This is an optimization exercise on Yosys and OpenROAD, whose aim is small area, not a production implementation. Function was checked by simulation only, so behaviour that the tests miss may differ from the original.

==> inputs of run M <==
==> flow/design.v (excerpt) <==
module dac_output_conditioner
#(
  parameter int DAC_DATA_WIDTH = 14,
  parameter int IN_DATA_WIDTH  = 16,
  parameter int GAIN_WIDTH     = 16
) (
  input  logic                             aclk,
  input  logic                             rst,
  input  logic signed [IN_DATA_WIDTH-1:0]  in_a,
  input  logic signed [IN_DATA_WIDTH-1:0]  in_b,
  input  logic signed [GAIN_WIDTH-1:0]     gain_a,
  input  logic signed [GAIN_WIDTH-1:0]     gain_b,
  input  logic signed [DAC_DATA_WIDTH-1:0] offset_a,
  input  logic signed [DAC_DATA_WIDTH-1:0] offset_b,
  input  logic                             enable_a,
  input  logic                             enable_b,
  input  logic [dac_cond_pkg::ENV_W-1:0]   ramp_step,
  input  logic                             sat_clr,
  output logic signed [DAC_DATA_WIDTH-1:0] dat_a_o,
  output logic signed [DAC_DATA_WIDTH-1:0] dat_b_o,
  output logic [1:0]                       state_a,
  output logic [1:0]                       state_b,
  output logic [dac_cond_pkg::SAT_CNT_W-1:0] sat_cnt_a,
  output logic [dac_cond_pkg::SAT_CNT_W-1:0] sat_cnt_b
);
==> module dac_cond_channel, before the edit <==
module dac_cond_channel
#(
  parameter int DAC_DATA_WIDTH = 14,
  parameter int IN_DATA_WIDTH  = 16,
  parameter int GAIN_WIDTH     = 16
) (
  input  logic                             clk_i,
  input  logic                             rst_i,
  input  logic                             kill_i,
  input  logic                             step_zero_i,
  input  logic signed [IN_DATA_WIDTH-1:0]  in_i,
  input  logic signed [GAIN_WIDTH-1:0]     gain_i,
  input  logic signed [DAC_DATA_WIDTH-1:0] offset_i,
  input  logic                             enable_i,
  input  logic [dac_cond_pkg::ENV_W-1:0]   ramp_step_i,
  input  logic                             sat_clr_i,
  output logic signed [DAC_DATA_WIDTH-1:0] dat_o,
  output logic [1:0]                       state_o,
  output logic [dac_cond_pkg::SAT_CNT_W-1:0] sat_cnt_o
);
  logic [1:0]        state_q;
  logic [13:0]       env_q;
  logic              on;
  logic [15:0]       env_x, step_x, env_r;
  logic              done;
  assign on     = state_q[1] & ~state_q[0];
  assign env_x  = {1'b0, on, env_q};
  assign step_x = {1'b0, ramp_step_i};
  logic [15:0] env_b;
  logic [10:0] env_c;
  logic [15:10] env_r0, env_r1;
  logic [16:10] env_c0, env_c1;
  assign env_b    = step_x ^ {16{~enable_i}};
  assign env_c[0] = ~enable_i;
  for (genvar k = 0; k < 10; k++) begin : g_env_lo
    dac_cond_fa u_fa (.a(env_x[k]), .b(env_b[k]), .c(env_c[k]), .s(env_r[k]), .co(env_c[k+1]));
  end
  assign env_c0[10] = 1'b0;
  assign env_c1[10] = 1'b1;
  for (genvar k = 10; k < 16; k++) begin : g_env_hi
    dac_cond_fa u_fa0 (.a(env_x[k]), .b(env_b[k]), .c(env_c0[k]), .s(env_r0[k]), .co(env_c0[k+1]));
    dac_cond_fa u_fa1 (.a(env_x[k]), .b(env_b[k]), .c(env_c1[k]), .s(env_r1[k]), .co(env_c1[k+1]));
  end
  assign env_r[15:10] = env_c[10] ? env_r1 : env_r0;
  assign done   = step_zero_i | (enable_i ? (env_r[15:14] != 2'b00)
                                          : (env_r[15] | (env_r == 16'd0)));
  always_ff @(posedge clk_i) begin
    if (rst_i) begin
      state_q <= 2'b00;
      env_q   <= '0;
    end else begin
      state_q <= {enable_i == done, ~done};
      env_q   <= done ? 14'd0 : env_r[13:0];
    end
  end
    logic signed [17:0] p2_q, p2d_q;
  logic signed [17:0] p2_d;
  dac_cond_mul_a u_mul_a (.a(in_i), .b(gain_i), .o(offset_i), .y(p2_d));
  logic        [17:0] m3;    
  logic signed [17:0] p3;
  logic               sat;
  logic signed [13:0] c_q;
  logic               sat_q;
  logic signed [13:0] dat_q;
  dac_cond_mul_c u_mul_c (.p(p2d_q), .e(env_q), .yn(m3));
  assign p3  = on ? p2d_q : $signed(~m3);
  assign sat = (p3[17:13] != 5'b00000) & (p3[17:13] != 5'b11111);
  always_ff @(posedge clk_i) begin
    p2_q  <= p2_d;
    p2d_q <= p2_q;
    c_q   <= sat ? {p3[17], {13{~p3[17]}}} : p3[13:0];
    sat_q <= sat;
  end
  always_ff @(posedge clk_i) begin
    if (rst_i | kill_i) begin
      dat_q <= '0;
    end else begin
      dat_q <= c_q;
    end
  end
  assign dat_o   = dat_q;
  assign state_o = state_q;
  logic [15:0] sat_cnt_q, sat_cnt_s;
  logic [16:0] sat_cnt_c;
  assign sat_cnt_c[0] = sat_q & ~kill_i & ~&sat_cnt_q;
  for (genvar k = 0; k < 16; k++) begin : g_cnt_inc
    dac_cond_ha u_ha (.a(sat_cnt_q[k]), .b(sat_cnt_c[k]), .s(sat_cnt_s[k]), .co(sat_cnt_c[k+1]));
  end
  always_ff @(posedge clk_i) begin
    if (rst_i | sat_clr_i) begin
      sat_cnt_q <= '0;
    end else begin
      sat_cnt_q <= sat_cnt_s;
    end
  end
  assign sat_cnt_o = sat_cnt_q;
endmodule
make LEC_CHECK=0 CAP_MARGIN=0 CORE_MARGIN=2 CORE_UTILIZATION=40 SLEW_MARGIN=0 SYNTH_HIERARCHICAL=1 finish   # period 8.0 ns
run.sh (not shown) runs the stock make flow with config.mk's settings and CLKGATE_MAP_FILE= SYNTH_SCRIPT=/design/flow/synth_recipe.tcl, a recipe that flattens the netlist after the stock synthesis.
==> inputs of run Z, as changes to run M <==
--- a/flow/design.v
+++ b/flow/design.v
@@ -45,20 +45,5 @@
   assign env_x  = {1'b0, on, env_q};
   assign step_x = {1'b0, ramp_step_i};
-  logic [15:0] env_b;
-  logic [10:0] env_c;
-  logic [15:10] env_r0, env_r1;
-  logic [16:10] env_c0, env_c1;
-  assign env_b    = step_x ^ {16{~enable_i}};
-  assign env_c[0] = ~enable_i;
-  for (genvar k = 0; k < 10; k++) begin : g_env_lo
-    dac_cond_fa u_fa (.a(env_x[k]), .b(env_b[k]), .c(env_c[k]), .s(env_r[k]), .co(env_c[k+1]));
-  end
-  assign env_c0[10] = 1'b0;
-  assign env_c1[10] = 1'b1;
-  for (genvar k = 10; k < 16; k++) begin : g_env_hi
-    dac_cond_fa u_fa0 (.a(env_x[k]), .b(env_b[k]), .c(env_c0[k]), .s(env_r0[k]), .co(env_c0[k+1]));
-    dac_cond_fa u_fa1 (.a(env_x[k]), .b(env_b[k]), .c(env_c1[k]), .s(env_r1[k]), .co(env_c1[k+1]));
-  end
-  assign env_r[15:10] = env_c[10] ? env_r1 : env_r0;
+  assign env_r  = enable_i ? env_x + step_x : env_x - step_x;
   assign done   = step_zero_i | (enable_i ? (env_r[15:14] != 2'b00)
                                           : (env_r[15] | (env_r == 16'd0)));
@@ -99,15 +84,10 @@
   assign dat_o   = dat_q;
   assign state_o = state_q;
-  logic [15:0] sat_cnt_q, sat_cnt_s;
-  logic [16:0] sat_cnt_c;
-  assign sat_cnt_c[0] = sat_q & ~kill_i & ~&sat_cnt_q;
-  for (genvar k = 0; k < 16; k++) begin : g_cnt_inc
-    dac_cond_ha u_ha (.a(sat_cnt_q[k]), .b(sat_cnt_c[k]), .s(sat_cnt_s[k]), .co(sat_cnt_c[k+1]));
-  end
+  logic [15:0] sat_cnt_q;
   always_ff @(posedge clk_i) begin
     if (rst_i | sat_clr_i) begin
       sat_cnt_q <= '0;
-    end else begin
-      sat_cnt_q <= sat_cnt_s;
+    end else if (sat_q & ~kill_i & ~&sat_cnt_q) begin
+      sat_cnt_q <= sat_cnt_q + 1'b1;
     end
   end
CAP_MARGIN = 20   (was 0)
GPL_TIMING_DRIVEN = 0   (was unset)
SLEW_MARGIN = 20   (was 0)
==> inputs of run Y, as changes to run M <==
--- a/flow/design.v
+++ b/flow/design.v
@@ -76,23 +76,19 @@
   dac_cond_mul_a u_mul_a (.a(in_i), .b(gain_i), .o(offset_i), .y(p2_d));
   logic        [17:0] m3;    
-  logic signed [17:0] p3;
+  logic signed [17:0] p3_q;
   logic               sat;
-  logic signed [13:0] c_q;
-  logic               sat_q;
   logic signed [13:0] dat_q;
   dac_cond_mul_c u_mul_c (.p(p2d_q), .e(env_q), .yn(m3));
-  assign p3  = on ? p2d_q : $signed(~m3);
-  assign sat = (p3[17:13] != 5'b00000) & (p3[17:13] != 5'b11111);
   always_ff @(posedge clk_i) begin
     p2_q  <= p2_d;
     p2d_q <= p2_q;
-    c_q   <= sat ? {p3[17], {13{~p3[17]}}} : p3[13:0];
-    sat_q <= sat;
+    p3_q  <= on ? p2d_q : $signed(~m3);
   end
+  assign sat = (p3_q[17:13] != 5'b00000) & (p3_q[17:13] != 5'b11111);
   always_ff @(posedge clk_i) begin
     if (rst_i | kill_i) begin
       dat_q <= '0;
     end else begin
-      dat_q <= c_q;
+      dat_q <= sat ? {p3_q[17], {13{~p3_q[17]}}} : p3_q[13:0];
     end
   end
@@ -101,5 +97,5 @@
   logic [15:0] sat_cnt_q, sat_cnt_s;
   logic [16:0] sat_cnt_c;
-  assign sat_cnt_c[0] = sat_q & ~kill_i & ~&sat_cnt_q;
+  assign sat_cnt_c[0] = sat & ~kill_i & ~&sat_cnt_q;
   for (genvar k = 0; k < 16; k++) begin : g_cnt_inc
     dac_cond_ha u_ha (.a(sat_cnt_q[k]), .b(sat_cnt_c[k]), .s(sat_cnt_s[k]), .co(sat_cnt_c[k+1]));
CAP_MARGIN = 20   (was 0)
SLEW_MARGIN = 20   (was 0)
==> notes <==
Between run Y and run Z, the lower sequential cell count is in run Z (gap 6). Worst setup slack: run Y > run M > run Z. First-iteration DRC count: run Z > run M > run Y.

==> static timing again, ports no longer ideal <==
Ports are ideal in the flow. The routed layouts listed here were re-timed in OpenROAD. Step 1 sets driving cells, clkbuf_16 on the clock port and buf_2 on the other inputs (assumed; they add their load-dependent delay and slew). Step 2 times the ports against the registers' clock, not the clock port: input delays grow and output delays shrink by t, the midpoint of the rising clock arrivals with the driver on. a / b / c = ideal ports / drivers / drivers and shift; a / b = the first two.
run	t, ns	setup WS [ns]	worst slew at a driven data input, ns
run M	0.516	0.365 / 0.397 / -0.119	0.06
run Z	0.523	0.313 / 0.313 / -0.117	0.07
run Y	0.585	0.372 / 0.407 / -0.178	0.06
Met with ideal ports but missed after step 2: setup timing in every run listed. The setup slack of run Y, which loses most, moves by +0.035 ns with the drivers and by -0.550 ns with both steps.
